Background: an optimization exercise with open tools, aiming at small area, a short achievable clock period and few clock cycles per item. Do not read the settings as production practice. Only simulation tests tie the RTL to the original design; equivalence was not proved.

## flow/design.v (module list and top-level ports; edited modules follow where they fit)
// module dsbs_sine_rom: 267 lines
// module dsbs_level_cs: 426 lines
// module dsbs_sine_cs: 517 lines
// module dsbs_acc_cs: 778 lines
// module dsbs_bank: 79 lines
// module damped_sine_bank_synth: 187 lines
module damped_sine_bank_synth (
    input  logic        aclk,
    input  logic        aresetn,
    input  logic        cfg_we,
    input  logic [3:0]  cfg_wdata,
    input  logic        s_tvalid,
    output logic        s_tready,
    input  logic [63:0] s_tdata,
    input  logic [0:0]  s_tuser,
    output logic        m_tvalid,
    input  logic        m_tready,
    output logic [23:0] m_tdata
);
  // ...
==> flow/run.sh <==
#!/bin/bash
# synth_recipe.tcl (not shown) runs the flow's synth.tcl, then flattens the netlist and writes it again
# the make line also repeats each setting of config.mk as NAME=value (left out here)
make -C /OpenROAD-flow-scripts/flow DESIGN_CONFIG=/design/flow/config.mk WORK_HOME=/design/flow/orfs CLKGATE_MAP_FILE= SYNTH_SCRIPT=/design/flow/synth_recipe.tcl finish
==> flow/config.mk <==
export PLATFORM = sky130hd
export DESIGN_NAME = damped_sine_bank_synth
export DESIGN_NICKNAME = damped_sine_bank_synth
export VERILOG_FILES = /design/flow/design.v
export SDC_FILE = /design/flow/constraint.sdc
export NUM_CORES = 4
export LEC_CHECK = 0
export ABC_AREA = 1
export CAP_MARGIN = 60
export CORE_MARGIN = 2
export CORE_UTILIZATION = 50
export CTS_CLUSTER_DIAMETER = 100
export CTS_CLUSTER_SIZE = 30
export SLEW_MARGIN = 60
export SYNTH_MEMORY_MAX_BITS = 32768
==> flow/constraint.sdc <==
create_clock -name core_clock -period 14.0 [get_ports {aclk}]
set_input_delay 2.8000 -clock core_clock [delete_from_list [all_inputs] [get_ports {aclk}]]
set_output_delay 2.8000 -clock core_clock [all_outputs]
set_load 0.01 [all_outputs]
==> impl_metrics.py, run 1 <==
metrics = {
    "status": {
        "outcome": "no timing/DRC/antenna violations",
    },
    "routing": {
        "wl_met2_mm": 238,
        "wl_met3_mm": 50.2,
    },
    "grt": {
        "globalRouteMet2Util_pct": 51.9,
        "gr-total-overflow": 0,
    },
    "worst_setup_path": {
        "crit_required_ps": 14720,
    },
    "sta": {
        "skew_ps": 117,
        "period_minus_slack_ps": 4660,
        "relSlewSlack_pct": 54.7,
    },
    "clocking": {
        "numCtsBuffers": 95,
        "cts_tree": "yes",
        "cts_resized": 0,
        "h-tree-depth": 3,
    },
    "cells_and_area": {
        "top_regs": "g_lane.u_lane.h_pa x155, g_lane.u_lane.h_pb x155",
        "area_growth_syn_to_layout_pct": 5.90,
        "final_cell_area_sq_um": 168000,
    },
    "logic_synthesis": {
        "ys_seq_area_share_pct": 26.6,
        "synthAdderAreaFrac_pct": 32.2,
        "synthSimpleGateAreaFrac_pct": 21.2,
        "synth_area_leaders": "fa_1 28%, dfxtp_1 23%, nand2_1 15%",
        "syn_area_sq_um": 159000,
    },
    "placement": {
        "hpwl_mm": 409,
    },
    "floorplan": {
        "std_cell_rows": 206,
    },
}
Testbench counts, summed over its fixed seeds: cycles 7,215, items 2,312.
==> module dsbs_level_cs, before the edit <==
module dsbs_level_cs (
    input  logic [15:0] level,
    input  logic [15:0] decay,
    output logic [14:0] hi_a,
    output logic [14:0] hi_b,
    output logic        cin
);
    logic lv_w0, lv_w1, lv_w2, lv_w3, lv_w4, lv_w5, lv_w6, lv_w7;
    logic lv_w8, lv_w9, lv_w10, lv_w11, lv_w12, lv_w13, lv_w14, lv_w15;
    logic lv_w16, lv_w17, lv_w18, lv_w19, lv_w20, lv_w21, lv_w22, lv_w23;
    logic lv_w24, lv_w25, lv_w26, lv_w27, lv_w28, lv_w29, lv_w30, lv_w31;
    logic lv_w32, lv_w33, lv_w34, lv_w35, lv_w36, lv_w37, lv_w38, lv_w39;
    logic lv_w40, lv_w41, lv_w42, lv_w43, lv_w44, lv_w45, lv_w46, lv_w47;
    logic lv_w48, lv_w49, lv_w50, lv_w51, lv_w52, lv_w53, lv_w54, lv_w55;
    logic lv_w56, lv_w57, lv_w58, lv_w59, lv_w60, lv_w61, lv_w62, lv_w63;
    logic lv_w64, lv_w65, lv_w66, lv_w67, lv_w68, lv_w69, lv_w70, lv_w71;
    logic lv_w72, lv_w73, lv_w74, lv_w75, lv_w76, lv_w77, lv_w78, lv_w79;
    logic lv_w80, lv_w81, lv_w82, lv_w83, lv_w84, lv_w85, lv_w86, lv_w87;
    logic lv_w88, lv_w89, lv_w90, lv_w91, lv_w92, lv_w93, lv_w94, lv_w95;
    logic lv_w96, lv_w97, lv_w98, lv_w99, lv_w100, lv_w101, lv_w102, lv_w103;
    logic lv_w104, lv_w105, lv_w106, lv_w107, lv_w108, lv_w109, lv_w110, lv_w111;
    logic lv_w112, lv_w113, lv_w114, lv_w115, lv_w116, lv_w117, lv_w118, lv_w119;
    logic lv_w120, lv_w121, lv_w122, lv_w123, lv_w124, lv_w125, lv_w126, lv_w127;
    logic lv_w128, lv_w129, lv_w130, lv_w131, lv_w132, lv_w133, lv_w134, lv_w135;
    logic lv_w136, lv_w137, lv_w138, lv_w139, lv_w140, lv_w141, lv_w142, lv_w143;
    logic lv_w144, lv_w145, lv_w146, lv_w147, lv_w148, lv_w149, lv_w150, lv_w151;
    logic lv_w152, lv_w153, lv_w154, lv_w155, lv_w156, lv_w157, lv_w158, lv_w159;
    logic lv_w160, lv_w161, lv_w162, lv_w163, lv_w164, lv_w165, lv_w166, lv_w167;
    logic lv_w168, lv_w169, lv_w170, lv_w171, lv_w172, lv_w173, lv_w174, lv_w175;
    logic lv_w176, lv_w177, lv_w178, lv_w179, lv_w180, lv_w181, lv_w182, lv_w183;
    logic lv_w184, lv_w185, lv_w186, lv_w187, lv_w188, lv_w189, lv_w190, lv_w191;
    logic lv_w192, lv_w193, lv_w194, lv_w195, lv_w196, lv_w197, lv_w198, lv_w199;
    logic lv_w200, lv_w201, lv_w202, lv_w203, lv_w204, lv_w205, lv_w206, lv_w207;
    logic lv_w208, lv_w209, lv_w210, lv_w211, lv_w212, lv_w213, lv_w214, lv_w215;
    logic lv_w216, lv_w217, lv_w218, lv_w219, lv_w220, lv_w221, lv_w222, lv_w223;
    logic lv_w224, lv_w225, lv_w226, lv_w227, lv_w228, lv_w229, lv_w230, lv_w231;
    logic lv_w232, lv_w233, lv_w234, lv_w235, lv_w236, lv_w237, lv_w238, lv_w239;
    logic lv_w240, lv_w241, lv_w242, lv_w243, lv_w244, lv_w245, lv_w246, lv_w247;
    logic lv_w248, lv_w249, lv_w250, lv_w251, lv_w252, lv_w253, lv_w254, lv_w255;
    logic lv_w256, lv_w257, lv_w258, lv_w259, lv_w260, lv_w261, lv_w262, lv_w263;
    logic lv_w264, lv_w265, lv_w266, lv_w267, lv_w268, lv_w269, lv_w270, lv_w271;
    logic lv_w272, lv_w273, lv_w274, lv_w275, lv_w276, lv_w277, lv_w278, lv_w279;
    logic lv_w280, lv_w281, lv_w282, lv_w283, lv_w284, lv_w285, lv_w286, lv_w287;
    logic lv_w288, lv_w289, lv_w290, lv_w291, lv_w292, lv_w293, lv_w294, lv_w295;
    logic lv_w296, lv_w297, lv_w298, lv_w299, lv_w300, lv_w301, lv_w302, lv_w303;
    logic lv_w304, lv_w305, lv_w306, lv_w307, lv_w308, lv_w309, lv_w310, lv_w311;
    logic lv_w312, lv_w313, lv_w314, lv_w315, lv_w316, lv_w317, lv_w318, lv_w319;
    logic lv_w320, lv_w321, lv_w322, lv_w323, lv_w324, lv_w325, lv_w326, lv_w327;
    logic lv_w328, lv_w329, lv_w330, lv_w331, lv_w332, lv_w333, lv_w334, lv_w335;
    logic lv_w336, lv_w337, lv_w338, lv_w339, lv_w340, lv_w341, lv_w342, lv_w343;
    logic lv_w344, lv_w345, lv_w346, lv_w347, lv_w348, lv_w349, lv_w350, lv_w351;
    logic lv_w352, lv_w353, lv_w354, lv_w355, lv_w356, lv_w357, lv_w358, lv_w359;
    logic lv_w360, lv_w361, lv_w362, lv_w363;
    assign lv_w0 = (level[0] & decay[2]) ^ (level[1] & decay[1]);
    assign lv_w1 = (level[0] & decay[2]) & (level[1] & decay[1]);
    assign lv_w2 = (level[0] & decay[3]) ^ (level[1] & decay[2]) ^ (level[2] & decay[1]);
    assign lv_w3 = ((level[0] & decay[3]) & (level[1] & decay[2])) | ((level[0] & decay[3]) & (level[2] & decay[1])) | ((level[1] & decay[2]) & (level[2] & decay[1]));
    assign lv_w4 = (level[3] & decay[0]) ^ lv_w1;
    assign lv_w5 = (level[3] & decay[0]) & lv_w1;
    assign lv_w6 = (level[0] & decay[4]) ^ (level[1] & decay[3]) ^ (level[2] & decay[2]);
    assign lv_w7 = ((level[0] & decay[4]) & (level[1] & decay[3])) | ((level[0] & decay[4]) & (level[2] & decay[2])) | ((level[1] & decay[3]) & (level[2] & decay[2]));
    assign lv_w8 = (level[3] & decay[1]) ^ (level[4] & decay[0]) ^ lv_w3;
    assign lv_w9 = ((level[3] & decay[1]) & (level[4] & decay[0])) | ((level[3] & decay[1]) & lv_w3) | ((level[4] & decay[0]) & lv_w3);
    assign lv_w10 = lv_w5 ^ lv_w6;
    assign lv_w11 = lv_w5 & lv_w6;
    assign lv_w12 = (level[0] & decay[5]) ^ (level[1] & decay[4]) ^ (level[2] & decay[3]);
    assign lv_w13 = ((level[0] & decay[5]) & (level[1] & decay[4])) | ((level[0] & decay[5]) & (level[2] & decay[3])) | ((level[1] & decay[4]) & (level[2] & decay[3]));
    assign lv_w14 = (level[3] & decay[2]) ^ (level[4] & decay[1]) ^ (level[5] & decay[0]);
    assign lv_w15 = ((level[3] & decay[2]) & (level[4] & decay[1])) | ((level[3] & decay[2]) & (level[5] & decay[0])) | ((level[4] & decay[1]) & (level[5] & decay[0]));
    assign lv_w16 = lv_w7 ^ lv_w12 ^ lv_w14;
    assign lv_w17 = (lv_w7 & lv_w12) | (lv_w7 & lv_w14) | (lv_w12 & lv_w14);
    assign lv_w18 = lv_w11 ^ lv_w9;
    assign lv_w19 = lv_w11 & lv_w9;
    assign lv_w20 = (level[0] & decay[6]) ^ (level[1] & decay[5]) ^ (level[2] & decay[4]);
    assign lv_w21 = ((level[0] & decay[6]) & (level[1] & decay[5])) | ((level[0] & decay[6]) & (level[2] & decay[4])) | ((level[1] & decay[5]) & (level[2] & decay[4]));
    assign lv_w22 = (level[3] & decay[3]) ^ (level[4] & decay[2]) ^ (level[5] & decay[1]);
    assign lv_w23 = ((level[3] & decay[3]) & (level[4] & decay[2])) | ((level[3] & decay[3]) & (level[5] & decay[1])) | ((level[4] & decay[2]) & (level[5] & decay[1]));
    assign lv_w24 = (level[6] & decay[0]) ^ lv_w13 ^ lv_w15;
    assign lv_w25 = ((level[6] & decay[0]) & lv_w13) | ((level[6] & decay[0]) & lv_w15) | (lv_w13 & lv_w15);
    assign lv_w26 = lv_w20 ^ lv_w22 ^ lv_w17;
    assign lv_w27 = (lv_w20 & lv_w22) | (lv_w20 & lv_w17) | (lv_w22 & lv_w17);
    assign lv_w28 = lv_w24 ^ lv_w19;
    assign lv_w29 = lv_w24 & lv_w19;
    assign lv_w30 = (level[0] & decay[7]) ^ (level[1] & decay[6]) ^ (level[2] & decay[5]);
    assign lv_w31 = ((level[0] & decay[7]) & (level[1] & decay[6])) | ((level[0] & decay[7]) & (level[2] & decay[5])) | ((level[1] & decay[6]) & (level[2] & decay[5]));
    assign lv_w32 = (level[3] & decay[4]) ^ (level[4] & decay[3]) ^ (level[5] & decay[2]);
    assign lv_w33 = ((level[3] & decay[4]) & (level[4] & decay[3])) | ((level[3] & decay[4]) & (level[5] & decay[2])) | ((level[4] & decay[3]) & (level[5] & decay[2]));
    assign lv_w34 = (level[6] & decay[1]) ^ (level[7] & decay[0]) ^ lv_w21;
    assign lv_w35 = ((level[6] & decay[1]) & (level[7] & decay[0])) | ((level[6] & decay[1]) & lv_w21) | ((level[7] & decay[0]) & lv_w21);
    assign lv_w36 = lv_w23 ^ lv_w30 ^ lv_w32;
    assign lv_w37 = (lv_w23 & lv_w30) | (lv_w23 & lv_w32) | (lv_w30 & lv_w32);
    assign lv_w38 = lv_w25 ^ lv_w34 ^ lv_w36;
    assign lv_w39 = (lv_w25 & lv_w34) | (lv_w25 & lv_w36) | (lv_w34 & lv_w36);
    assign lv_w40 = lv_w27 ^ lv_w29;
    assign lv_w41 = lv_w27 & lv_w29;
    assign lv_w42 = (level[0] & decay[8]) ^ (level[1] & decay[7]) ^ (level[2] & decay[6]);
    assign lv_w43 = ((level[0] & decay[8]) & (level[1] & decay[7])) | ((level[0] & decay[8]) & (level[2] & decay[6])) | ((level[1] & decay[7]) & (level[2] & decay[6]));
    assign lv_w44 = (level[3] & decay[5]) ^ (level[4] & decay[4]) ^ (level[5] & decay[3]);
    assign lv_w45 = ((level[3] & decay[5]) & (level[4] & decay[4])) | ((level[3] & decay[5]) & (level[5] & decay[3])) | ((level[4] & decay[4]) & (level[5] & decay[3]));
    assign lv_w46 = (level[6] & decay[2]) ^ (level[7] & decay[1]) ^ (level[8] & decay[0]);
    assign lv_w47 = ((level[6] & decay[2]) & (level[7] & decay[1])) | ((level[6] & decay[2]) & (level[8] & decay[0])) | ((level[7] & decay[1]) & (level[8] & decay[0]));
    assign lv_w48 = lv_w31 ^ lv_w33 ^ lv_w42;
    assign lv_w49 = (lv_w31 & lv_w33) | (lv_w31 & lv_w42) | (lv_w33 & lv_w42);
    assign lv_w50 = lv_w44 ^ lv_w46 ^ lv_w35;
    assign lv_w51 = (lv_w44 & lv_w46) | (lv_w44 & lv_w35) | (lv_w46 & lv_w35);
    assign lv_w52 = lv_w37 ^ lv_w48 ^ lv_w50;
    assign lv_w53 = (lv_w37 & lv_w48) | (lv_w37 & lv_w50) | (lv_w48 & lv_w50);
    assign lv_w54 = lv_w39 ^ lv_w41;
    assign lv_w55 = lv_w39 & lv_w41;
    assign lv_w56 = (level[0] & decay[9]) ^ (level[1] & decay[8]) ^ (level[2] & decay[7]);
    assign lv_w57 = ((level[0] & decay[9]) & (level[1] & decay[8])) | ((level[0] & decay[9]) & (level[2] & decay[7])) | ((level[1] & decay[8]) & (level[2] & decay[7]));
    assign lv_w58 = (level[3] & decay[6]) ^ (level[4] & decay[5]) ^ (level[5] & decay[4]);
    assign lv_w59 = ((level[3] & decay[6]) & (level[4] & decay[5])) | ((level[3] & decay[6]) & (level[5] & decay[4])) | ((level[4] & decay[5]) & (level[5] & decay[4]));
    assign lv_w60 = (level[6] & decay[3]) ^ (level[7] & decay[2]) ^ (level[8] & decay[1]);
    assign lv_w61 = ((level[6] & decay[3]) & (level[7] & decay[2])) | ((level[6] & decay[3]) & (level[8] & decay[1])) | ((level[7] & decay[2]) & (level[8] & decay[1]));
    assign lv_w62 = (level[9] & decay[0]) ^ lv_w43 ^ lv_w45;
    assign lv_w63 = ((level[9] & decay[0]) & lv_w43) | ((level[9] & decay[0]) & lv_w45) | (lv_w43 & lv_w45);
    assign lv_w64 = lv_w47 ^ lv_w56 ^ lv_w58;
    assign lv_w65 = (lv_w47 & lv_w56) | (lv_w47 & lv_w58) | (lv_w56 & lv_w58);
    assign lv_w66 = lv_w60 ^ lv_w49 ^ lv_w62;
    assign lv_w67 = (lv_w60 & lv_w49) | (lv_w60 & lv_w62) | (lv_w49 & lv_w62);
    assign lv_w68 = lv_w64 ^ lv_w51 ^ lv_w66;
    assign lv_w69 = (lv_w64 & lv_w51) | (lv_w64 & lv_w66) | (lv_w51 & lv_w66);
    assign lv_w70 = lv_w53 ^ lv_w55;
    assign lv_w71 = lv_w53 & lv_w55;
    assign lv_w72 = (level[0] & decay[10]) ^ (level[1] & decay[9]) ^ (level[2] & decay[8]);
    assign lv_w73 = ((level[0] & decay[10]) & (level[1] & decay[9])) | ((level[0] & decay[10]) & (level[2] & decay[8])) | ((level[1] & decay[9]) & (level[2] & decay[8]));
    assign lv_w74 = (level[3] & decay[7]) ^ (level[4] & decay[6]) ^ (level[5] & decay[5]);
    assign lv_w75 = ((level[3] & decay[7]) & (level[4] & decay[6])) | ((level[3] & decay[7]) & (level[5] & decay[5])) | ((level[4] & decay[6]) & (level[5] & decay[5]));
    assign lv_w76 = (level[6] & decay[4]) ^ (level[7] & decay[3]) ^ (level[8] & decay[2]);
    assign lv_w77 = ((level[6] & decay[4]) & (level[7] & decay[3])) | ((level[6] & decay[4]) & (level[8] & decay[2])) | ((level[7] & decay[3]) & (level[8] & decay[2]));
    assign lv_w78 = (level[9] & decay[1]) ^ (level[10] & decay[0]) ^ lv_w57;
    assign lv_w79 = ((level[9] & decay[1]) & (level[10] & decay[0])) | ((level[9] & decay[1]) & lv_w57) | ((level[10] & decay[0]) & lv_w57);
    assign lv_w80 = lv_w59 ^ lv_w61 ^ lv_w72;
    assign lv_w81 = (lv_w59 & lv_w61) | (lv_w59 & lv_w72) | (lv_w61 & lv_w72);
    assign lv_w82 = lv_w74 ^ lv_w76 ^ lv_w63;
    assign lv_w83 = (lv_w74 & lv_w76) | (lv_w74 & lv_w63) | (lv_w76 & lv_w63);
    assign lv_w84 = lv_w65 ^ lv_w78 ^ lv_w80;
    assign lv_w85 = (lv_w65 & lv_w78) | (lv_w65 & lv_w80) | (lv_w78 & lv_w80);
    assign lv_w86 = lv_w67 ^ lv_w82 ^ lv_w84;
    assign lv_w87 = (lv_w67 & lv_w82) | (lv_w67 & lv_w84) | (lv_w82 & lv_w84);
    assign lv_w88 = lv_w69 ^ lv_w86;
    assign lv_w89 = lv_w69 & lv_w86;
    assign lv_w90 = (level[0] & decay[11]) ^ (level[1] & decay[10]) ^ (level[2] & decay[9]);
    assign lv_w91 = ((level[0] & decay[11]) & (level[1] & decay[10])) | ((level[0] & decay[11]) & (level[2] & decay[9])) | ((level[1] & decay[10]) & (level[2] & decay[9]));
    assign lv_w92 = (level[3] & decay[8]) ^ (level[4] & decay[7]) ^ (level[5] & decay[6]);
    assign lv_w93 = ((level[3] & decay[8]) & (level[4] & decay[7])) | ((level[3] & decay[8]) & (level[5] & decay[6])) | ((level[4] & decay[7]) & (level[5] & decay[6]));
    assign lv_w94 = (level[6] & decay[5]) ^ (level[7] & decay[4]) ^ (level[8] & decay[3]);
    assign lv_w95 = ((level[6] & decay[5]) & (level[7] & decay[4])) | ((level[6] & decay[5]) & (level[8] & decay[3])) | ((level[7] & decay[4]) & (level[8] & decay[3]));
    assign lv_w96 = (level[9] & decay[2]) ^ (level[10] & decay[1]) ^ (level[11] & decay[0]);
    assign lv_w97 = ((level[9] & decay[2]) & (level[10] & decay[1])) | ((level[9] & decay[2]) & (level[11] & decay[0])) | ((level[10] & decay[1]) & (level[11] & decay[0]));
    assign lv_w98 = lv_w73 ^ lv_w75 ^ lv_w77;
    assign lv_w99 = (lv_w73 & lv_w75) | (lv_w73 & lv_w77) | (lv_w75 & lv_w77);
    assign lv_w100 = lv_w90 ^ lv_w92 ^ lv_w94;
    assign lv_w101 = (lv_w90 & lv_w92) | (lv_w90 & lv_w94) | (lv_w92 & lv_w94);
    assign lv_w102 = lv_w96 ^ lv_w79 ^ lv_w81;
    assign lv_w103 = (lv_w96 & lv_w79) | (lv_w96 & lv_w81) | (lv_w79 & lv_w81);
    assign lv_w104 = lv_w98 ^ lv_w100 ^ lv_w83;
    assign lv_w105 = (lv_w98 & lv_w100) | (lv_w98 & lv_w83) | (lv_w100 & lv_w83);
    assign lv_w106 = lv_w85 ^ lv_w102 ^ lv_w104;
    assign lv_w107 = (lv_w85 & lv_w102) | (lv_w85 & lv_w104) | (lv_w102 & lv_w104);
    assign lv_w108 = lv_w87 ^ lv_w89;
    assign lv_w109 = lv_w87 & lv_w89;
    assign lv_w110 = (level[0] & decay[12]) ^ (level[1] & decay[11]) ^ (level[2] & decay[10]);
    assign lv_w111 = ((level[0] & decay[12]) & (level[1] & decay[11])) | ((level[0] & decay[12]) & (level[2] & decay[10])) | ((level[1] & decay[11]) & (level[2] & decay[10]));
    assign lv_w112 = (level[3] & decay[9]) ^ (level[4] & decay[8]) ^ (level[5] & decay[7]);
    assign lv_w113 = ((level[3] & decay[9]) & (level[4] & decay[8])) | ((level[3] & decay[9]) & (level[5] & decay[7])) | ((level[4] & decay[8]) & (level[5] & decay[7]));
    assign lv_w114 = (level[6] & decay[6]) ^ (level[7] & decay[5]) ^ (level[8] & decay[4]);
    assign lv_w115 = ((level[6] & decay[6]) & (level[7] & decay[5])) | ((level[6] & decay[6]) & (level[8] & decay[4])) | ((level[7] & decay[5]) & (level[8] & decay[4]));
    assign lv_w116 = (level[9] & decay[3]) ^ (level[10] & decay[2]) ^ (level[11] & decay[1]);
    assign lv_w117 = ((level[9] & decay[3]) & (level[10] & decay[2])) | ((level[9] & decay[3]) & (level[11] & decay[1])) | ((level[10] & decay[2]) & (level[11] & decay[1]));
    assign lv_w118 = (level[12] & decay[0]) ^ lv_w91 ^ lv_w93;
    assign lv_w119 = ((level[12] & decay[0]) & lv_w91) | ((level[12] & decay[0]) & lv_w93) | (lv_w91 & lv_w93);
    assign lv_w120 = lv_w95 ^ lv_w97 ^ lv_w110;
    assign lv_w121 = (lv_w95 & lv_w97) | (lv_w95 & lv_w110) | (lv_w97 & lv_w110);
    assign lv_w122 = lv_w112 ^ lv_w114 ^ lv_w116;
    assign lv_w123 = (lv_w112 & lv_w114) | (lv_w112 & lv_w116) | (lv_w114 & lv_w116);
    assign lv_w124 = lv_w99 ^ lv_w101 ^ lv_w118;
    assign lv_w125 = (lv_w99 & lv_w101) | (lv_w99 & lv_w118) | (lv_w101 & lv_w118);
    assign lv_w126 = lv_w120 ^ lv_w122 ^ lv_w103;
    assign lv_w127 = (lv_w120 & lv_w122) | (lv_w120 & lv_w103) | (lv_w122 & lv_w103);
    assign lv_w128 = lv_w124 ^ lv_w105 ^ lv_w126;
    assign lv_w129 = (lv_w124 & lv_w105) | (lv_w124 & lv_w126) | (lv_w105 & lv_w126);
    assign lv_w130 = lv_w107 ^ lv_w128;
    assign lv_w131 = lv_w107 & lv_w128;
    assign lv_w132 = (level[0] & decay[13]) ^ (level[1] & decay[12]) ^ (level[2] & decay[11]);
    assign lv_w133 = ((level[0] & decay[13]) & (level[1] & decay[12])) | ((level[0] & decay[13]) & (level[2] & decay[11])) | ((level[1] & decay[12]) & (level[2] & decay[11]));
    assign lv_w134 = (level[3] & decay[10]) ^ (level[4] & decay[9]) ^ (level[5] & decay[8]);
    assign lv_w135 = ((level[3] & decay[10]) & (level[4] & decay[9])) | ((level[3] & decay[10]) & (level[5] & decay[8])) | ((level[4] & decay[9]) & (level[5] & decay[8]));
    assign lv_w136 = (level[6] & decay[7]) ^ (level[7] & decay[6]) ^ (level[8] & decay[5]);
    assign lv_w137 = ((level[6] & decay[7]) & (level[7] & decay[6])) | ((level[6] & decay[7]) & (level[8] & decay[5])) | ((level[7] & decay[6]) & (level[8] & decay[5]));
    assign lv_w138 = (level[9] & decay[4]) ^ (level[10] & decay[3]) ^ (level[11] & decay[2]);
    assign lv_w139 = ((level[9] & decay[4]) & (level[10] & decay[3])) | ((level[9] & decay[4]) & (level[11] & decay[2])) | ((level[10] & decay[3]) & (level[11] & decay[2]));
    assign lv_w140 = (level[12] & decay[1]) ^ (level[13] & decay[0]) ^ lv_w111;
    assign lv_w141 = ((level[12] & decay[1]) & (level[13] & decay[0])) | ((level[12] & decay[1]) & lv_w111) | ((level[13] & decay[0]) & lv_w111);
    assign lv_w142 = lv_w113 ^ lv_w115 ^ lv_w117;
    assign lv_w143 = (lv_w113 & lv_w115) | (lv_w113 & lv_w117) | (lv_w115 & lv_w117);
    assign lv_w144 = lv_w132 ^ lv_w134 ^ lv_w136;
    assign lv_w145 = (lv_w132 & lv_w134) | (lv_w132 & lv_w136) | (lv_w134 & lv_w136);
    assign lv_w146 = lv_w138 ^ lv_w119 ^ lv_w121;
    assign lv_w147 = (lv_w138 & lv_w119) | (lv_w138 & lv_w121) | (lv_w119 & lv_w121);
    assign lv_w148 = lv_w123 ^ lv_w140 ^ lv_w142;
    assign lv_w149 = (lv_w123 & lv_w140) | (lv_w123 & lv_w142) | (lv_w140 & lv_w142);
    assign lv_w150 = lv_w144 ^ lv_w125 ^ lv_w146;
    assign lv_w151 = (lv_w144 & lv_w125) | (lv_w144 & lv_w146) | (lv_w125 & lv_w146);
    assign lv_w152 = lv_w148 ^ lv_w127 ^ lv_w150;
    assign lv_w153 = (lv_w148 & lv_w127) | (lv_w148 & lv_w150) | (lv_w127 & lv_w150);
    assign lv_w154 = lv_w129 ^ lv_w152;
    assign lv_w155 = lv_w129 & lv_w152;
    assign lv_w156 = (level[0] & decay[14]) ^ (level[1] & decay[13]) ^ (level[2] & decay[12]);
    assign lv_w157 = ((level[0] & decay[14]) & (level[1] & decay[13])) | ((level[0] & decay[14]) & (level[2] & decay[12])) | ((level[1] & decay[13]) & (level[2] & decay[12]));
    assign lv_w158 = (level[3] & decay[11]) ^ (level[4] & decay[10]) ^ (level[5] & decay[9]);
    assign lv_w159 = ((level[3] & decay[11]) & (level[4] & decay[10])) | ((level[3] & decay[11]) & (level[5] & decay[9])) | ((level[4] & decay[10]) & (level[5] & decay[9]));
    assign lv_w160 = (level[6] & decay[8]) ^ (level[7] & decay[7]) ^ (level[8] & decay[6]);
    assign lv_w161 = ((level[6] & decay[8]) & (level[7] & decay[7])) | ((level[6] & decay[8]) & (level[8] & decay[6])) | ((level[7] & decay[7]) & (level[8] & decay[6]));
    assign lv_w162 = (level[9] & decay[5]) ^ (level[10] & decay[4]) ^ (level[11] & decay[3]);
    assign lv_w163 = ((level[9] & decay[5]) & (level[10] & decay[4])) | ((level[9] & decay[5]) & (level[11] & decay[3])) | ((level[10] & decay[4]) & (level[11] & decay[3]));
    assign lv_w164 = (level[12] & decay[2]) ^ (level[13] & decay[1]) ^ (level[14] & decay[0]);
    assign lv_w165 = ((level[12] & decay[2]) & (level[13] & decay[1])) | ((level[12] & decay[2]) & (level[14] & decay[0])) | ((level[13] & decay[1]) & (level[14] & decay[0]));
    assign lv_w166 = lv_w133 ^ lv_w135 ^ lv_w137;
    assign lv_w167 = (lv_w133 & lv_w135) | (lv_w133 & lv_w137) | (lv_w135 & lv_w137);
    assign lv_w168 = lv_w139 ^ lv_w156 ^ lv_w158;
    assign lv_w169 = (lv_w139 & lv_w156) | (lv_w139 & lv_w158) | (lv_w156 & lv_w158);
    assign lv_w170 = lv_w160 ^ lv_w162 ^ lv_w164;
    assign lv_w171 = (lv_w160 & lv_w162) | (lv_w160 & lv_w164) | (lv_w162 & lv_w164);
    assign lv_w172 = lv_w141 ^ lv_w143 ^ lv_w145;
    assign lv_w173 = (lv_w141 & lv_w143) | (lv_w141 & lv_w145) | (lv_w143 & lv_w145);
    assign lv_w174 = lv_w166 ^ lv_w168 ^ lv_w170;
    assign lv_w175 = (lv_w166 & lv_w168) | (lv_w166 & lv_w170) | (lv_w168 & lv_w170);
    assign lv_w176 = lv_w147 ^ lv_w149 ^ lv_w172;
    assign lv_w177 = (lv_w147 & lv_w149) | (lv_w147 & lv_w172) | (lv_w149 & lv_w172);
    assign lv_w178 = lv_w174 ^ lv_w151 ^ lv_w176;
    assign lv_w179 = (lv_w174 & lv_w151) | (lv_w174 & lv_w176) | (lv_w151 & lv_w176);
    assign lv_w180 = lv_w153 ^ lv_w178;
    assign lv_w181 = lv_w153 & lv_w178;
    assign lv_w182 = (level[1] & decay[14]) ^ (level[2] & decay[13]) ^ (level[3] & decay[12]);
    assign lv_w183 = ((level[1] & decay[14]) & (level[2] & decay[13])) | ((level[1] & decay[14]) & (level[3] & decay[12])) | ((level[2] & decay[13]) & (level[3] & decay[12]));
    assign lv_w184 = (level[4] & decay[11]) ^ (level[5] & decay[10]) ^ (level[6] & decay[9]);
    assign lv_w185 = ((level[4] & decay[11]) & (level[5] & decay[10])) | ((level[4] & decay[11]) & (level[6] & decay[9])) | ((level[5] & decay[10]) & (level[6] & decay[9]));
    assign lv_w186 = (level[7] & decay[8]) ^ (level[8] & decay[7]) ^ (level[9] & decay[6]);
    assign lv_w187 = ((level[7] & decay[8]) & (level[8] & decay[7])) | ((level[7] & decay[8]) & (level[9] & decay[6])) | ((level[8] & decay[7]) & (level[9] & decay[6]));
    assign lv_w188 = (level[10] & decay[5]) ^ (level[11] & decay[4]) ^ (level[12] & decay[3]);
    assign lv_w189 = ((level[10] & decay[5]) & (level[11] & decay[4])) | ((level[10] & decay[5]) & (level[12] & decay[3])) | ((level[11] & decay[4]) & (level[12] & decay[3]));
    assign lv_w190 = (level[13] & decay[2]) ^ (level[14] & decay[1]) ^ lv_w157;
    assign lv_w191 = ((level[13] & decay[2]) & (level[14] & decay[1])) | ((level[13] & decay[2]) & lv_w157) | ((level[14] & decay[1]) & lv_w157);
    assign lv_w192 = lv_w159 ^ lv_w161 ^ lv_w163;
    assign lv_w193 = (lv_w159 & lv_w161) | (lv_w159 & lv_w163) | (lv_w161 & lv_w163);
    assign lv_w194 = lv_w165 ^ lv_w182 ^ lv_w184;
    assign lv_w195 = (lv_w165 & lv_w182) | (lv_w165 & lv_w184) | (lv_w182 & lv_w184);
    assign lv_w196 = lv_w186 ^ lv_w188 ^ lv_w167;
    assign lv_w197 = (lv_w186 & lv_w188) | (lv_w186 & lv_w167) | (lv_w188 & lv_w167);
    assign lv_w198 = lv_w169 ^ lv_w171 ^ lv_w190;
    assign lv_w199 = (lv_w169 & lv_w171) | (lv_w169 & lv_w190) | (lv_w171 & lv_w190);
    assign lv_w200 = lv_w192 ^ lv_w194 ^ lv_w173;
    assign lv_w201 = (lv_w192 & lv_w194) | (lv_w192 & lv_w173) | (lv_w194 & lv_w173);
    assign lv_w202 = lv_w196 ^ lv_w175 ^ lv_w198;
    assign lv_w203 = (lv_w196 & lv_w175) | (lv_w196 & lv_w198) | (lv_w175 & lv_w198);
    assign lv_w204 = lv_w177 ^ lv_w200 ^ lv_w202;
    assign lv_w205 = (lv_w177 & lv_w200) | (lv_w177 & lv_w202) | (lv_w200 & lv_w202);
    assign lv_w206 = lv_w179 ^ lv_w204;
    assign lv_w207 = lv_w179 & lv_w204;
    assign lv_w208 = (level[2] & decay[14]) ^ (level[3] & decay[13]) ^ (level[4] & decay[12]);
    assign lv_w209 = ((level[2] & decay[14]) & (level[3] & decay[13])) | ((level[2] & decay[14]) & (level[4] & decay[12])) | ((level[3] & decay[13]) & (level[4] & decay[12]));
    assign lv_w210 = (level[5] & decay[11]) ^ (level[6] & decay[10]) ^ (level[7] & decay[9]);
    assign lv_w211 = ((level[5] & decay[11]) & (level[6] & decay[10])) | ((level[5] & decay[11]) & (level[7] & decay[9])) | ((level[6] & decay[10]) & (level[7] & decay[9]));
    assign lv_w212 = (level[8] & decay[8]) ^ (level[9] & decay[7]) ^ (level[10] & decay[6]);
    assign lv_w213 = ((level[8] & decay[8]) & (level[9] & decay[7])) | ((level[8] & decay[8]) & (level[10] & decay[6])) | ((level[9] & decay[7]) & (level[10] & decay[6]));
    assign lv_w214 = (level[11] & decay[5]) ^ (level[12] & decay[4]) ^ (level[13] & decay[3]);
    assign lv_w215 = ((level[11] & decay[5]) & (level[12] & decay[4])) | ((level[11] & decay[5]) & (level[13] & decay[3])) | ((level[12] & decay[4]) & (level[13] & decay[3]));
    assign lv_w216 = (level[14] & decay[2]) ^ lv_w183 ^ lv_w185;
    assign lv_w217 = ((level[14] & decay[2]) & lv_w183) | ((level[14] & decay[2]) & lv_w185) | (lv_w183 & lv_w185);
    assign lv_w218 = lv_w187 ^ lv_w189 ^ lv_w208;
    assign lv_w219 = (lv_w187 & lv_w189) | (lv_w187 & lv_w208) | (lv_w189 & lv_w208);
    assign lv_w220 = lv_w210 ^ lv_w212 ^ lv_w214;
    assign lv_w221 = (lv_w210 & lv_w212) | (lv_w210 & lv_w214) | (lv_w212 & lv_w214);
    assign lv_w222 = lv_w191 ^ lv_w193 ^ lv_w195;
    assign lv_w223 = (lv_w191 & lv_w193) | (lv_w191 & lv_w195) | (lv_w193 & lv_w195);
    assign lv_w224 = lv_w216 ^ lv_w218 ^ lv_w220;
    assign lv_w225 = (lv_w216 & lv_w218) | (lv_w216 & lv_w220) | (lv_w218 & lv_w220);
    assign lv_w226 = lv_w197 ^ lv_w199 ^ lv_w222;
    assign lv_w227 = (lv_w197 & lv_w199) | (lv_w197 & lv_w222) | (lv_w199 & lv_w222);
    assign lv_w228 = lv_w224 ^ lv_w201 ^ lv_w203;
    assign lv_w229 = (lv_w224 & lv_w201) | (lv_w224 & lv_w203) | (lv_w201 & lv_w203);
    assign lv_w230 = lv_w226 ^ lv_w205 ^ lv_w228;
    assign lv_w231 = (lv_w226 & lv_w205) | (lv_w226 & lv_w228) | (lv_w205 & lv_w228);
    assign lv_w232 = (level[3] & decay[14]) ^ (level[4] & decay[13]) ^ (level[5] & decay[12]);
    assign lv_w233 = ((level[3] & decay[14]) & (level[4] & decay[13])) | ((level[3] & decay[14]) & (level[5] & decay[12])) | ((level[4] & decay[13]) & (level[5] & decay[12]));
    assign lv_w234 = (level[6] & decay[11]) ^ (level[7] & decay[10]) ^ (level[8] & decay[9]);
    assign lv_w235 = ((level[6] & decay[11]) & (level[7] & decay[10])) | ((level[6] & decay[11]) & (level[8] & decay[9])) | ((level[7] & decay[10]) & (level[8] & decay[9]));
    assign lv_w236 = (level[9] & decay[8]) ^ (level[10] & decay[7]) ^ (level[11] & decay[6]);
    assign lv_w237 = ((level[9] & decay[8]) & (level[10] & decay[7])) | ((level[9] & decay[8]) & (level[11] & decay[6])) | ((level[10] & decay[7]) & (level[11] & decay[6]));
    assign lv_w238 = (level[12] & decay[5]) ^ (level[13] & decay[4]) ^ (level[14] & decay[3]);
    assign lv_w239 = ((level[12] & decay[5]) & (level[13] & decay[4])) | ((level[12] & decay[5]) & (level[14] & decay[3])) | ((level[13] & decay[4]) & (level[14] & decay[3]));
    assign lv_w240 = lv_w209 ^ lv_w211 ^ lv_w213;
    assign lv_w241 = (lv_w209 & lv_w211) | (lv_w209 & lv_w213) | (lv_w211 & lv_w213);
    assign lv_w242 = lv_w215 ^ lv_w232 ^ lv_w234;
    assign lv_w243 = (lv_w215 & lv_w232) | (lv_w215 & lv_w234) | (lv_w232 & lv_w234);
    assign lv_w244 = lv_w236 ^ lv_w238 ^ lv_w217;
    assign lv_w245 = (lv_w236 & lv_w238) | (lv_w236 & lv_w217) | (lv_w238 & lv_w217);
    assign lv_w246 = lv_w219 ^ lv_w221 ^ lv_w240;
    assign lv_w247 = (lv_w219 & lv_w221) | (lv_w219 & lv_w240) | (lv_w221 & lv_w240);
    assign lv_w248 = lv_w242 ^ lv_w223 ^ lv_w244;
    assign lv_w249 = (lv_w242 & lv_w223) | (lv_w242 & lv_w244) | (lv_w223 & lv_w244);
    assign lv_w250 = lv_w225 ^ lv_w246 ^ lv_w227;
    assign lv_w251 = (lv_w225 & lv_w246) | (lv_w225 & lv_w227) | (lv_w246 & lv_w227);
    assign lv_w252 = lv_w248 ^ lv_w229 ^ lv_w250;
    assign lv_w253 = (lv_w248 & lv_w229) | (lv_w248 & lv_w250) | (lv_w229 & lv_w250);
    assign lv_w254 = (level[4] & decay[14]) ^ (level[5] & decay[13]) ^ (level[6] & decay[12]);
    assign lv_w255 = ((level[4] & decay[14]) & (level[5] & decay[13])) | ((level[4] & decay[14]) & (level[6] & decay[12])) | ((level[5] & decay[13]) & (level[6] & decay[12]));
    assign lv_w256 = (level[7] & decay[11]) ^ (level[8] & decay[10]) ^ (level[9] & decay[9]);
    assign lv_w257 = ((level[7] & decay[11]) & (level[8] & decay[10])) | ((level[7] & decay[11]) & (level[9] & decay[9])) | ((level[8] & decay[10]) & (level[9] & decay[9]));
    assign lv_w258 = (level[10] & decay[8]) ^ (level[11] & decay[7]) ^ (level[12] & decay[6]);
    assign lv_w259 = ((level[10] & decay[8]) & (level[11] & decay[7])) | ((level[10] & decay[8]) & (level[12] & decay[6])) | ((level[11] & decay[7]) & (level[12] & decay[6]));
    assign lv_w260 = (level[13] & decay[5]) ^ (level[14] & decay[4]) ^ lv_w233;
    assign lv_w261 = ((level[13] & decay[5]) & (level[14] & decay[4])) | ((level[13] & decay[5]) & lv_w233) | ((level[14] & decay[4]) & lv_w233);
    assign lv_w262 = lv_w235 ^ lv_w237 ^ lv_w239;
    assign lv_w263 = (lv_w235 & lv_w237) | (lv_w235 & lv_w239) | (lv_w237 & lv_w239);
    assign lv_w264 = lv_w254 ^ lv_w256 ^ lv_w258;
    assign lv_w265 = (lv_w254 & lv_w256) | (lv_w254 & lv_w258) | (lv_w256 & lv_w258);
    assign lv_w266 = lv_w241 ^ lv_w243 ^ lv_w260;
    assign lv_w267 = (lv_w241 & lv_w243) | (lv_w241 & lv_w260) | (lv_w243 & lv_w260);
    assign lv_w268 = lv_w262 ^ lv_w264 ^ lv_w245;
    assign lv_w269 = (lv_w262 & lv_w264) | (lv_w262 & lv_w245) | (lv_w264 & lv_w245);
    assign lv_w270 = lv_w247 ^ lv_w266 ^ lv_w249;
    assign lv_w271 = (lv_w247 & lv_w266) | (lv_w247 & lv_w249) | (lv_w266 & lv_w249);
    assign lv_w272 = lv_w268 ^ lv_w270 ^ lv_w251;
    assign lv_w273 = (lv_w268 & lv_w270) | (lv_w268 & lv_w251) | (lv_w270 & lv_w251);
    assign lv_w274 = (level[5] & decay[14]) ^ (level[6] & decay[13]) ^ (level[7] & decay[12]);
    assign lv_w275 = ((level[5] & decay[14]) & (level[6] & decay[13])) | ((level[5] & decay[14]) & (level[7] & decay[12])) | ((level[6] & decay[13]) & (level[7] & decay[12]));
    assign lv_w276 = (level[8] & decay[11]) ^ (level[9] & decay[10]) ^ (level[10] & decay[9]);
    assign lv_w277 = ((level[8] & decay[11]) & (level[9] & decay[10])) | ((level[8] & decay[11]) & (level[10] & decay[9])) | ((level[9] & decay[10]) & (level[10] & decay[9]));
    assign lv_w278 = (level[11] & decay[8]) ^ (level[12] & decay[7]) ^ (level[13] & decay[6]);
    assign lv_w279 = ((level[11] & decay[8]) & (level[12] & decay[7])) | ((level[11] & decay[8]) & (level[13] & decay[6])) | ((level[12] & decay[7]) & (level[13] & decay[6]));
    assign lv_w280 = (level[14] & decay[5]) ^ lv_w255 ^ lv_w257;
    assign lv_w281 = ((level[14] & decay[5]) & lv_w255) | ((level[14] & decay[5]) & lv_w257) | (lv_w255 & lv_w257);
    assign lv_w282 = lv_w259 ^ lv_w274 ^ lv_w276;
    assign lv_w283 = (lv_w259 & lv_w274) | (lv_w259 & lv_w276) | (lv_w274 & lv_w276);
    assign lv_w284 = lv_w278 ^ lv_w261 ^ lv_w263;
    assign lv_w285 = (lv_w278 & lv_w261) | (lv_w278 & lv_w263) | (lv_w261 & lv_w263);
    assign lv_w286 = lv_w265 ^ lv_w280 ^ lv_w282;
    assign lv_w287 = (lv_w265 & lv_w280) | (lv_w265 & lv_w282) | (lv_w280 & lv_w282);
    assign lv_w288 = lv_w267 ^ lv_w284 ^ lv_w286;
    assign lv_w289 = (lv_w267 & lv_w284) | (lv_w267 & lv_w286) | (lv_w284 & lv_w286);
    assign lv_w290 = lv_w269 ^ lv_w288 ^ lv_w271;
    assign lv_w291 = (lv_w269 & lv_w288) | (lv_w269 & lv_w271) | (lv_w288 & lv_w271);
    assign lv_w292 = (level[6] & decay[14]) ^ (level[7] & decay[13]) ^ (level[8] & decay[12]);
    assign lv_w293 = ((level[6] & decay[14]) & (level[7] & decay[13])) | ((level[6] & decay[14]) & (level[8] & decay[12])) | ((level[7] & decay[13]) & (level[8] & decay[12]));
    assign lv_w294 = (level[9] & decay[11]) ^ (level[10] & decay[10]) ^ (level[11] & decay[9]);
    assign lv_w295 = ((level[9] & decay[11]) & (level[10] & decay[10])) | ((level[9] & decay[11]) & (level[11] & decay[9])) | ((level[10] & decay[10]) & (level[11] & decay[9]));
    assign lv_w296 = (level[12] & decay[8]) ^ (level[13] & decay[7]) ^ (level[14] & decay[6]);
    assign lv_w297 = ((level[12] & decay[8]) & (level[13] & decay[7])) | ((level[12] & decay[8]) & (level[14] & decay[6])) | ((level[13] & decay[7]) & (level[14] & decay[6]));
    assign lv_w298 = lv_w275 ^ lv_w277 ^ lv_w279;
    assign lv_w299 = (lv_w275 & lv_w277) | (lv_w275 & lv_w279) | (lv_w277 & lv_w279);
    assign lv_w300 = lv_w292 ^ lv_w294 ^ lv_w296;
    assign lv_w301 = (lv_w292 & lv_w294) | (lv_w292 & lv_w296) | (lv_w294 & lv_w296);
    assign lv_w302 = lv_w281 ^ lv_w283 ^ lv_w298;
    assign lv_w303 = (lv_w281 & lv_w283) | (lv_w281 & lv_w298) | (lv_w283 & lv_w298);
    assign lv_w304 = lv_w300 ^ lv_w285 ^ lv_w287;
    assign lv_w305 = (lv_w300 & lv_w285) | (lv_w300 & lv_w287) | (lv_w285 & lv_w287);
    assign lv_w306 = lv_w302 ^ lv_w289 ^ lv_w304;
    assign lv_w307 = (lv_w302 & lv_w289) | (lv_w302 & lv_w304) | (lv_w289 & lv_w304);
    assign lv_w308 = (level[7] & decay[14]) ^ (level[8] & decay[13]) ^ (level[9] & decay[12]);
    assign lv_w309 = ((level[7] & decay[14]) & (level[8] & decay[13])) | ((level[7] & decay[14]) & (level[9] & decay[12])) | ((level[8] & decay[13]) & (level[9] & decay[12]));
    assign lv_w310 = (level[10] & decay[11]) ^ (level[11] & decay[10]) ^ (level[12] & decay[9]);
    assign lv_w311 = ((level[10] & decay[11]) & (level[11] & decay[10])) | ((level[10] & decay[11]) & (level[12] & decay[9])) | ((level[11] & decay[10]) & (level[12] & decay[9]));
    assign lv_w312 = (level[13] & decay[8]) ^ (level[14] & decay[7]) ^ lv_w293;
    assign lv_w313 = ((level[13] & decay[8]) & (level[14] & decay[7])) | ((level[13] & decay[8]) & lv_w293) | ((level[14] & decay[7]) & lv_w293);
    assign lv_w314 = lv_w295 ^ lv_w297 ^ lv_w308;
    assign lv_w315 = (lv_w295 & lv_w297) | (lv_w295 & lv_w308) | (lv_w297 & lv_w308);
    assign lv_w316 = lv_w310 ^ lv_w299 ^ lv_w301;
    assign lv_w317 = (lv_w310 & lv_w299) | (lv_w310 & lv_w301) | (lv_w299 & lv_w301);
    assign lv_w318 = lv_w312 ^ lv_w314 ^ lv_w303;
    assign lv_w319 = (lv_w312 & lv_w314) | (lv_w312 & lv_w303) | (lv_w314 & lv_w303);
    assign lv_w320 = lv_w316 ^ lv_w305 ^ lv_w318;
    assign lv_w321 = (lv_w316 & lv_w305) | (lv_w316 & lv_w318) | (lv_w305 & lv_w318);
    assign lv_w322 = (level[8] & decay[14]) ^ (level[9] & decay[13]) ^ (level[10] & decay[12]);
    assign lv_w323 = ((level[8] & decay[14]) & (level[9] & decay[13])) | ((level[8] & decay[14]) & (level[10] & decay[12])) | ((level[9] & decay[13]) & (level[10] & decay[12]));
    assign lv_w324 = (level[11] & decay[11]) ^ (level[12] & decay[10]) ^ (level[13] & decay[9]);
    assign lv_w325 = ((level[11] & decay[11]) & (level[12] & decay[10])) | ((level[11] & decay[11]) & (level[13] & decay[9])) | ((level[12] & decay[10]) & (level[13] & decay[9]));
    assign lv_w326 = (level[14] & decay[8]) ^ lv_w309 ^ lv_w311;
    assign lv_w327 = ((level[14] & decay[8]) & lv_w309) | ((level[14] & decay[8]) & lv_w311) | (lv_w309 & lv_w311);
    assign lv_w328 = lv_w322 ^ lv_w324 ^ lv_w313;
    assign lv_w329 = (lv_w322 & lv_w324) | (lv_w322 & lv_w313) | (lv_w324 & lv_w313);
    assign lv_w330 = lv_w315 ^ lv_w326 ^ lv_w317;
    assign lv_w331 = (lv_w315 & lv_w326) | (lv_w315 & lv_w317) | (lv_w326 & lv_w317);
    assign lv_w332 = lv_w328 ^ lv_w319 ^ lv_w330;
    assign lv_w333 = (lv_w328 & lv_w319) | (lv_w328 & lv_w330) | (lv_w319 & lv_w330);
    assign lv_w334 = (level[9] & decay[14]) ^ (level[10] & decay[13]) ^ (level[11] & decay[12]);
    assign lv_w335 = ((level[9] & decay[14]) & (level[10] & decay[13])) | ((level[9] & decay[14]) & (level[11] & decay[12])) | ((level[10] & decay[13]) & (level[11] & decay[12]));
    assign lv_w336 = (level[12] & decay[11]) ^ (level[13] & decay[10]) ^ (level[14] & decay[9]);
    assign lv_w337 = ((level[12] & decay[11]) & (level[13] & decay[10])) | ((level[12] & decay[11]) & (level[14] & decay[9])) | ((level[13] & decay[10]) & (level[14] & decay[9]));
    assign lv_w338 = lv_w323 ^ lv_w325 ^ lv_w334;
    assign lv_w339 = (lv_w323 & lv_w325) | (lv_w323 & lv_w334) | (lv_w325 & lv_w334);
    assign lv_w340 = lv_w336 ^ lv_w327 ^ lv_w338;
    assign lv_w341 = (lv_w336 & lv_w327) | (lv_w336 & lv_w338) | (lv_w327 & lv_w338);
    assign lv_w342 = lv_w329 ^ lv_w340 ^ lv_w331;
    assign lv_w343 = (lv_w329 & lv_w340) | (lv_w329 & lv_w331) | (lv_w340 & lv_w331);
    assign lv_w344 = (level[10] & decay[14]) ^ (level[11] & decay[13]) ^ (level[12] & decay[12]);
    assign lv_w345 = ((level[10] & decay[14]) & (level[11] & decay[13])) | ((level[10] & decay[14]) & (level[12] & decay[12])) | ((level[11] & decay[13]) & (level[12] & decay[12]));
    assign lv_w346 = (level[13] & decay[11]) ^ (level[14] & decay[10]) ^ lv_w335;
    assign lv_w347 = ((level[13] & decay[11]) & (level[14] & decay[10])) | ((level[13] & decay[11]) & lv_w335) | ((level[14] & decay[10]) & lv_w335);
    assign lv_w348 = lv_w337 ^ lv_w344 ^ lv_w339;
    assign lv_w349 = (lv_w337 & lv_w344) | (lv_w337 & lv_w339) | (lv_w344 & lv_w339);
    assign lv_w350 = lv_w346 ^ lv_w341 ^ lv_w348;
    assign lv_w351 = (lv_w346 & lv_w341) | (lv_w346 & lv_w348) | (lv_w341 & lv_w348);
    assign lv_w352 = (level[11] & decay[14]) ^ (level[12] & decay[13]) ^ (level[13] & decay[12]);
    assign lv_w353 = ((level[11] & decay[14]) & (level[12] & decay[13])) | ((level[11] & decay[14]) & (level[13] & decay[12])) | ((level[12] & decay[13]) & (level[13] & decay[12]));
    assign lv_w354 = (level[14] & decay[11]) ^ lv_w345 ^ lv_w352;
    assign lv_w355 = ((level[14] & decay[11]) & lv_w345) | ((level[14] & decay[11]) & lv_w352) | (lv_w345 & lv_w352);
    assign lv_w356 = lv_w347 ^ lv_w354 ^ lv_w349;
    assign lv_w357 = (lv_w347 & lv_w354) | (lv_w347 & lv_w349) | (lv_w354 & lv_w349);
    assign lv_w358 = (level[12] & decay[14]) ^ (level[13] & decay[13]) ^ (level[14] & decay[12]);
    assign lv_w359 = ((level[12] & decay[14]) & (level[13] & decay[13])) | ((level[12] & decay[14]) & (level[14] & decay[12])) | ((level[13] & decay[13]) & (level[14] & decay[12]));
    assign lv_w360 = lv_w353 ^ lv_w358 ^ lv_w355;
    assign lv_w361 = (lv_w353 & lv_w358) | (lv_w353 & lv_w355) | (lv_w358 & lv_w355);
    assign lv_w362 = (level[13] & decay[14]) ^ (level[14] & decay[13]) ^ lv_w359;
    assign lv_w363 = ((level[13] & decay[14]) & (level[14] & decay[13])) | ((level[13] & decay[14]) & lv_w359) | ((level[14] & decay[13]) & lv_w359);
    logic [29:0] ra, rb;
    logic [15:0] lo;
    assign ra = {1'b0, (level[14] & decay[14]), lv_w361, lv_w357, lv_w351, lv_w343, lv_w333, lv_w321, lv_w307, lv_w291, lv_w273, lv_w253, lv_w231, lv_w207, lv_w181, lv_w155, lv_w131, lv_w109, lv_w106, lv_w71, lv_w68, lv_w52, lv_w38, lv_w26, lv_w16, lv_w8, lv_w2, (level[2] & decay[0]), (level[0] & decay[1]), (level[0] & decay[0])};
    assign rb = {1'b0, lv_w363, lv_w362, lv_w360, lv_w356, lv_w350, lv_w342, lv_w332, lv_w320, lv_w306, lv_w290, lv_w272, lv_w252, lv_w230, lv_w206, lv_w180, lv_w154, lv_w130, lv_w108, lv_w88, lv_w70, lv_w54, lv_w40, lv_w28, lv_w18, lv_w10, lv_w4, lv_w0, (level[1] & decay[0]), 1'b0};
    assign lo = {1'b0, ra[14:0]} + {1'b0, rb[14:0]};
    assign hi_a = ra[29:15];
    assign hi_b = rb[29:15];
    assign cin  = lo[15];
endmodule
==> module dsbs_bank, before the edit <==
module dsbs_bank (
    input  logic        aclk,
    input  logic        advance,      
    input  logic        advance_next,  
    input  logic        load,         
    input  logic [23:0] load_step,
    input  logic [15:0] load_level,   
    input  logic [15:0] load_decay,   
    output logic [34:0] prod_a,       
    output logic [34:0] prod_b
);
    logic [23:0] h_phase, h_step;
    logic [15:0] h_level, h_decay;
    logic [34:0] h_pa, h_pb;
    logic [23:0] t_phase, t_step;
    logic [15:0] t_level, t_decay;
    logic [8:0]  t_qidx;
    logic        t_neg;
    logic [23:0] m_phase, m_step;
    logic [15:0] m_level, m_decay;
    logic [14:0] m_x;              
    logic        m_neg;
    logic [14:0] m_hi_a, m_hi_b;
    logic        m_cin;
    logic [23:0] phase_n;
    logic [7:0]  r;
    assign phase_n = load ? 24'd0 : h_phase;
    assign r       = phase_n[21:14];
    always_ff @(posedge aclk) begin
        t_phase <= phase_n;
        t_qidx  <= phase_n[22] ? (9'd256 - {1'b0, r}) : {1'b0, r};
        t_neg   <= phase_n[23];
        if (load) begin
            t_step  <= load_step;
            t_level <= load_level;
            t_decay <= load_decay;
        end else begin
            t_step  <= h_step;
            t_level <= h_level;
            t_decay <= h_decay;
        end
    end
    logic [14:0] mag;
    logic [14:0] hi_a, hi_b;
    logic        cin;
    dsbs_sine_rom u_rom (.qidx(t_qidx), .mag(mag));
    dsbs_level_cs u_lcs (.level(t_level), .decay(t_decay), .hi_a(hi_a), .hi_b(hi_b), .cin(cin));
    always_ff @(posedge aclk) begin
        m_phase <= t_phase;
        m_step  <= t_step;
        m_level <= t_level;
        m_decay <= t_decay;
        m_x     <= mag ^ {15{t_neg}};
        m_neg   <= t_neg;
        m_hi_a  <= hi_a;
        m_hi_b  <= hi_b;
        m_cin   <= cin;
    end
    logic [14:0] lv_sum;
    logic [15:0] new_level;
    logic [34:0] pa, pb;
    assign lv_sum = m_hi_a + m_hi_b + 15'(m_cin);
    always_comb begin
        if (m_decay[15])      new_level = m_level;
        else if (m_level[15]) new_level = m_decay;
        else                  new_level = {1'b0, lv_sum};
    end
    dsbs_sine_cs u_scs (.x(m_x), .neg(m_neg), .level(m_level), .row_a(pa), .row_b(pb));
    always_ff @(posedge aclk) begin
        h_phase <= advance_next ? m_phase + m_step : m_phase;
        h_step  <= m_step;
        h_level <= advance_next ? new_level : m_level;
        h_decay <= m_decay;
        h_pa    <= pa;
        h_pb    <= pb;
    end
    assign prod_a = advance ? h_pa : 35'd0;
    assign prod_b = advance ? h_pb : 35'd0;
endmodule
==> inputs of run 2 (changes only) <==
--- a/flow/design.v
+++ b/flow/design.v
@@ -273,6 +273,6 @@
     input  logic [15:0] level,
     input  logic [15:0] decay,
-    output logic [14:0] hi_a,
-    output logic [14:0] hi_b,
+    output logic [19:0] hi_a,
+    output logic [19:0] hi_b,
     output logic        cin
 );
@@ -688,11 +688,11 @@
     assign lv_w363 = ((level[13] & decay[14]) & (level[14] & decay[13])) | ((level[13] & decay[14]) & lv_w359) | ((level[14] & decay[13]) & lv_w359);
     logic [29:0] ra, rb;
-    logic [15:0] lo;
+    logic [10:0] lo;
     assign ra = {1'b0, (level[14] & decay[14]), lv_w361, lv_w357, lv_w351, lv_w343, lv_w333, lv_w321, lv_w307, lv_w291, lv_w273, lv_w253, lv_w231, lv_w207, lv_w181, lv_w155, lv_w131, lv_w109, lv_w106, lv_w71, lv_w68, lv_w52, lv_w38, lv_w26, lv_w16, lv_w8, lv_w2, (level[2] & decay[0]), (level[0] & decay[1]), (level[0] & decay[0])};
     assign rb = {1'b0, lv_w363, lv_w362, lv_w360, lv_w356, lv_w350, lv_w342, lv_w332, lv_w320, lv_w306, lv_w290, lv_w272, lv_w252, lv_w230, lv_w206, lv_w180, lv_w154, lv_w130, lv_w108, lv_w88, lv_w70, lv_w54, lv_w40, lv_w28, lv_w18, lv_w10, lv_w4, lv_w0, (level[1] & decay[0]), 1'b0};
-    assign lo = {1'b0, ra[14:0]} + {1'b0, rb[14:0]};
-    assign hi_a = ra[29:15];
-    assign hi_b = rb[29:15];
-    assign cin  = lo[15];
+    assign lo = {1'b0, ra[9:0]} + {1'b0, rb[9:0]};
+    assign hi_a = ra[29:10];
+    assign hi_b = rb[29:10];
+    assign cin  = lo[10];
 endmodule
 module dsbs_sine_cs (
@@ -2013,5 +2013,5 @@
     logic [14:0] m_x;              
     logic        m_neg;
-    logic [14:0] m_hi_a, m_hi_b;
+    logic [19:0] m_hi_a, m_hi_b;
     logic        m_cin;
     logic [23:0] phase_n;
@@ -2034,5 +2034,5 @@
     end
     logic [14:0] mag;
-    logic [14:0] hi_a, hi_b;
+    logic [19:0] hi_a, hi_b;
     logic        cin;
     dsbs_sine_rom u_rom (.qidx(t_qidx), .mag(mag));
@@ -2049,12 +2049,12 @@
         m_cin   <= cin;
     end
-    logic [14:0] lv_sum;
+    logic [19:0] lv_sum;
     logic [15:0] new_level;
     logic [34:0] pa, pb;
-    assign lv_sum = m_hi_a + m_hi_b + 15'(m_cin);
+    assign lv_sum = m_hi_a + m_hi_b + 20'(m_cin);
     always_comb begin
         if (m_decay[15])      new_level = m_level;
         else if (m_level[15]) new_level = m_decay;
-        else                  new_level = {1'b0, lv_sum};
+        else                  new_level = {1'b0, lv_sum[19:5]};
     end
     dsbs_sine_cs u_scs (.x(m_x), .neg(m_neg), .level(m_level), .row_a(pa), .row_b(pb));
--- a/flow/config.mk
+++ b/flow/config.mk
@@ -10,6 +10,4 @@
 export CORE_MARGIN = 2
 export CORE_UTILIZATION = 50
-export CTS_CLUSTER_DIAMETER = 100
-export CTS_CLUSTER_SIZE = 30
 export SLEW_MARGIN = 60
 export SYNTH_MEMORY_MAX_BITS = 32768
==> run 2 against run 1 <==
Net effect:
- clock skew is 18 ps lower
- synthesized cell count is 0.22% higher
- die area is 0.26% higher
- first-iteration DRC count is 6.1% higher
- still clean
- via count is 2.0% higher
- clock-buffer cell count is 200 higher
- cell area is 2.9% higher
- sequential share of layout area is 0.15 points lower
==> impl_metrics.py, run 2 <==
metrics = {
    "worst_setup_path": {
        "setup.worst_path.start": "hd[17]",
        "cp_top_family": "buffers and inverters",
        "endpoint_kind": "output pin",
        "reg2reg_to": "acc_b[16]",
        "path_max_fanout": 1,
        "slowest_stage": "clkdlybuf4s50_1",
        "max_stage_delay_ps": 580,
        "cp.arrival_ps": 1940,
        "r2r_cells": 13,
        "start_kind": "flop",
        "crit_required_ps": 11200,
        "rrSetupSlack_ps": 9800,
        "path_buf_inv": 1,
        "path_cells": "clkdlybuf4s50_1",
        "rr_startpoint": "ppos[0]",
        "crit_end": "m_tdata[17]",
        "crit_cells": 1,
        "critPathKind": "reg -> out",
    },
    "cells_and_area": {
        "layout_common_cells": "6762 x nand2_1, 4414 x inv_1, 2212 x fa_1, 1769 x dfxtp_1, 926 x nand3_1",
        "area_growth_syn_to_layout_pct": 8.73,
        "drive_gt1_share_pct": 5.18,
        "multi_input_area_sq_um": 95900,
        "regArea_sq_um": 43500,
        "fill_cells": 30500,
        "top_regs": "g_lane.u_lane.h_pa x155, g_lane.u_lane.h_pb x155",
        "nets": 23300,
        "layout_commonest_cell": "nand2_1",
        "fin_cells": 24800,
    },
    "floorplan": {
        "die_y_um": 568,
        "die-width_um": 568,
        "boundaryPins": 100,
        "std_cell_rows": 207,
        "fp.dieArea_sq_um": 323000,
        "initial_utilization_pct": 50.2,
        "coreArea_sq_um": 318000,
    },
    "sta": {
        "rsz0062_at_grt": "no",
        "hold_violations": 0,
        "drv_slew": 0,
        "fin_ws_ps": 9260,
        "setup_viol": 0,
        "fin_setup_tns_ps": 0,
        "fmaxAchievable_ghz": 0.211,
        "relSlewSlack_pct": 56.5,
        "worst_pin_slew_ps": 651,
        "skew_ps": 98.5,
        "timing.final.crit_share_pct": 33.8,
        "period_minus_slack_ps": 4740,
    },
    "logic_synthesis": {
        "ys_seq_area_share_pct": 27.2,
        "async_flop_share_pct": 0,
        "yosysWarnings": 17,
        "synth_area_leaders": "fa_1 28%, dfxtp_1 24%, nand2_1 16%",
        "synth_top_area_share_pct": 27.8,
        "syn_avg_cell_area_sq_um": 7.71,
        "yosysMostFrequentCell": "nand2_1",
        "yosys.cell_types.count": 61,
        "synthTopCellsByCount": "6773 x nand2_1, 4434 x inv_1, 2212 x fa_1, 1912 x dfxtp_1, 927 x nand3_1",
        "ys.flop_type": "dfxtp_1",
        "synth_edf_count": 168,
        "netlist_instances": 20700,
        "synth_top_area_cell": "fa_1",
        "ys_ff_latch": 2080,
        "syn_area_sq_um": 159000,
    },
    "placement": {
        "dp_slack_ps": 8810,
        "placedCellCount": 24400,
        "gp_congestion": 1.01,
        "hpwl_mm": 405,
        "port_buffers": 91,
    },
    "routing": {
        "vias": 131000,
        "drc": 0,
        "first_iter_violations": 13200,
        "wl_per_cell_um": 21.9,
        "ant_nets": 0,
        "first_pass_iters": 7,
        "wirelength_mm": 544,
        "via_per_inst": 5.28,
    },
    "grt": {
        "grt_pass1_wl_mm": 821,
        "globalRouteMet2Util_pct": 51.5,
        "grt_use_met1_pct": 46.4,
        "antenna_found_initial": 32,
        "met3_usage_pct": 7.23,
        "globalRoute.busiestLayer": "met2",
        "grt_pass1_vias": 132000,
        "grt_max_degree": 73,
        "gr-usage-all-layers_pct": 33.8,
        "gr-total-overflow": 0,
    },
    "clocking": {
        "cts_resized": 0,
        "cts_setup_buffers": 0,
        "cts.sinks": 2080,
        "numCtsBuffers": 222,
        "cts_hold_buf": 0,
        "clock_path_buffers": 4,
        "insertion_delay_ps": 940,
        "cts_tree": "yes",
        "cts-root-buf": "clkbuf_16",
        "clk_pin_slew_ps": 60,
        "h-tree-depth": 4,
    },
    "min_path": {
        "hp-class": "reg -> reg",
    },
    "status": {
        "outcome": "no timing/DRC/antenna violations",
    },
    "flow_run": {
        "cap_viol_max_count": 0,
    },
}
==> run 2: cell types whose count changed after synthesis, moves of 24 or more <==
cell / change
clkbuf_1: +57
dfxtp_1: +50
inv_1: -352
nand2_1: +283
nand3_1: +64
nor2_1: +51
nor3_1: -24
o21ai_2: -26
==> run 2: metrics by stage <==
stage / hold WS, ps / util (%) / area [sq um]
finish: 295 / 54.5 / 173000
global route: 291 / 54.5 / 173000
CTS: 289 / 54.5 / 173000
detailed placement: 312 / 52.0 / 165000
global placement: 310 / 51.7 / 164000
floorplan: 310 / - / 159000
==> run 2: cells by family (layout without fill, tap and decap cells) <==
kind of cell,after synthesis,after routing,share of synthesized area (%)
and+or+nand+nor,8823,8823,22.0
buffers and inverters,5391,5343,12.9
adders and majority gates,2751,2751,32.0
DFF,2080,2080,27.2
AOI/OAI and AO/OA,1472,1472,5.15
xor gates and xnor gates,137,137,0.753
other,1,30,0.00235
muxes,1,1,0.00629
==> run 2: how the worst min path moves through the flow <==
stage                                       from                           end  slack, ps  depth (start not counted)
CTS                 g_lane[2].u_lane.t_phase[16]  g_lane[2].u_lane.m_phase[16]        290                          0
finish               g_lane[2].u_lane.t_step[22]   g_lane[2].u_lane.m_step[22]        290                          0
global route         g_lane[2].u_lane.t_phase[5]   g_lane[2].u_lane.m_phase[5]        290                          0
floorplan           g_lane[0].u_lane.t_decay[15]  g_lane[0].u_lane.m_decay[15]        310                          0
detailed placement   g_lane[3].u_lane.t_step[18]   g_lane[3].u_lane.m_step[18]        310                          0
global placement      g_lane[4].u_lane.t_step[0]    g_lane[4].u_lane.m_step[0]        310                          0
==> run 2: worst register-to-register path, stage by stage, from the launching register on <==
cell and delay [ps]:
dfxtp_1 330, inv_1 60, ha_1 200, nand2_2 70, buf_6 350, inv_2 290
or2_2 360, fa_1 460, fa_1 550, inv_1 50, fa_1 390, fa_1 500
inv_1 50, fa_1 420
==> run 2: cell type report <==
type                            count  share of cell area (%)
Clock inverter                    100                   0.729
Timing Repair Buffer              462                    2.27
Antenna cell                       26                  0.0376
Sequential cell                  2080                    25.1
Multi-Input combinational cell  13200                    55.4
Inverter                         4474                    9.72
Tap cell                         4180                    3.02
Clock buffer                      307                    3.71
==> run 2: layer usage <==
metal | part of all wire, % | vias up
met5 | 0.013 | -
met4 | 4.8 | 12
met3 | 9.7 | 1167
met2 | 43 | 5987
met1 | 42 | 63500
li1 | - | 60400
Testbench counts of run 2, summed over its fixed seeds: cycles 7,215, items 2,312.

[afterwards: timing with drivers on the ports]
Ports are ideal in the flow. The routed layouts listed here were re-timed in OpenROAD.
Step 1 assumes that a clkbuf_16 drives the clock port and a buf_2 every other input.
Step 2 moves the port delays by t, midway between the first and last clock arrival at a register: inputs arrive t later, outputs are due t later. That takes back most of the time a late clock gives input paths.
Slacks: ideal ports / drivers / drivers and shift; pairs: ideal ports / drivers.
run | t (ns) | setup WS [ns] | pins driven straight from the clock port
run 1 | 0.907 | 9.335 / 9.235 / 8.963 | 1
run 2 | 1.003 | 9.262 / 9.154 / 8.891 | 1
After both steps setup and hold are still met in every run listed. The setup slack of run 1, which loses most, moves by -0.100 ns with the drivers and by -0.372 ns with both steps.
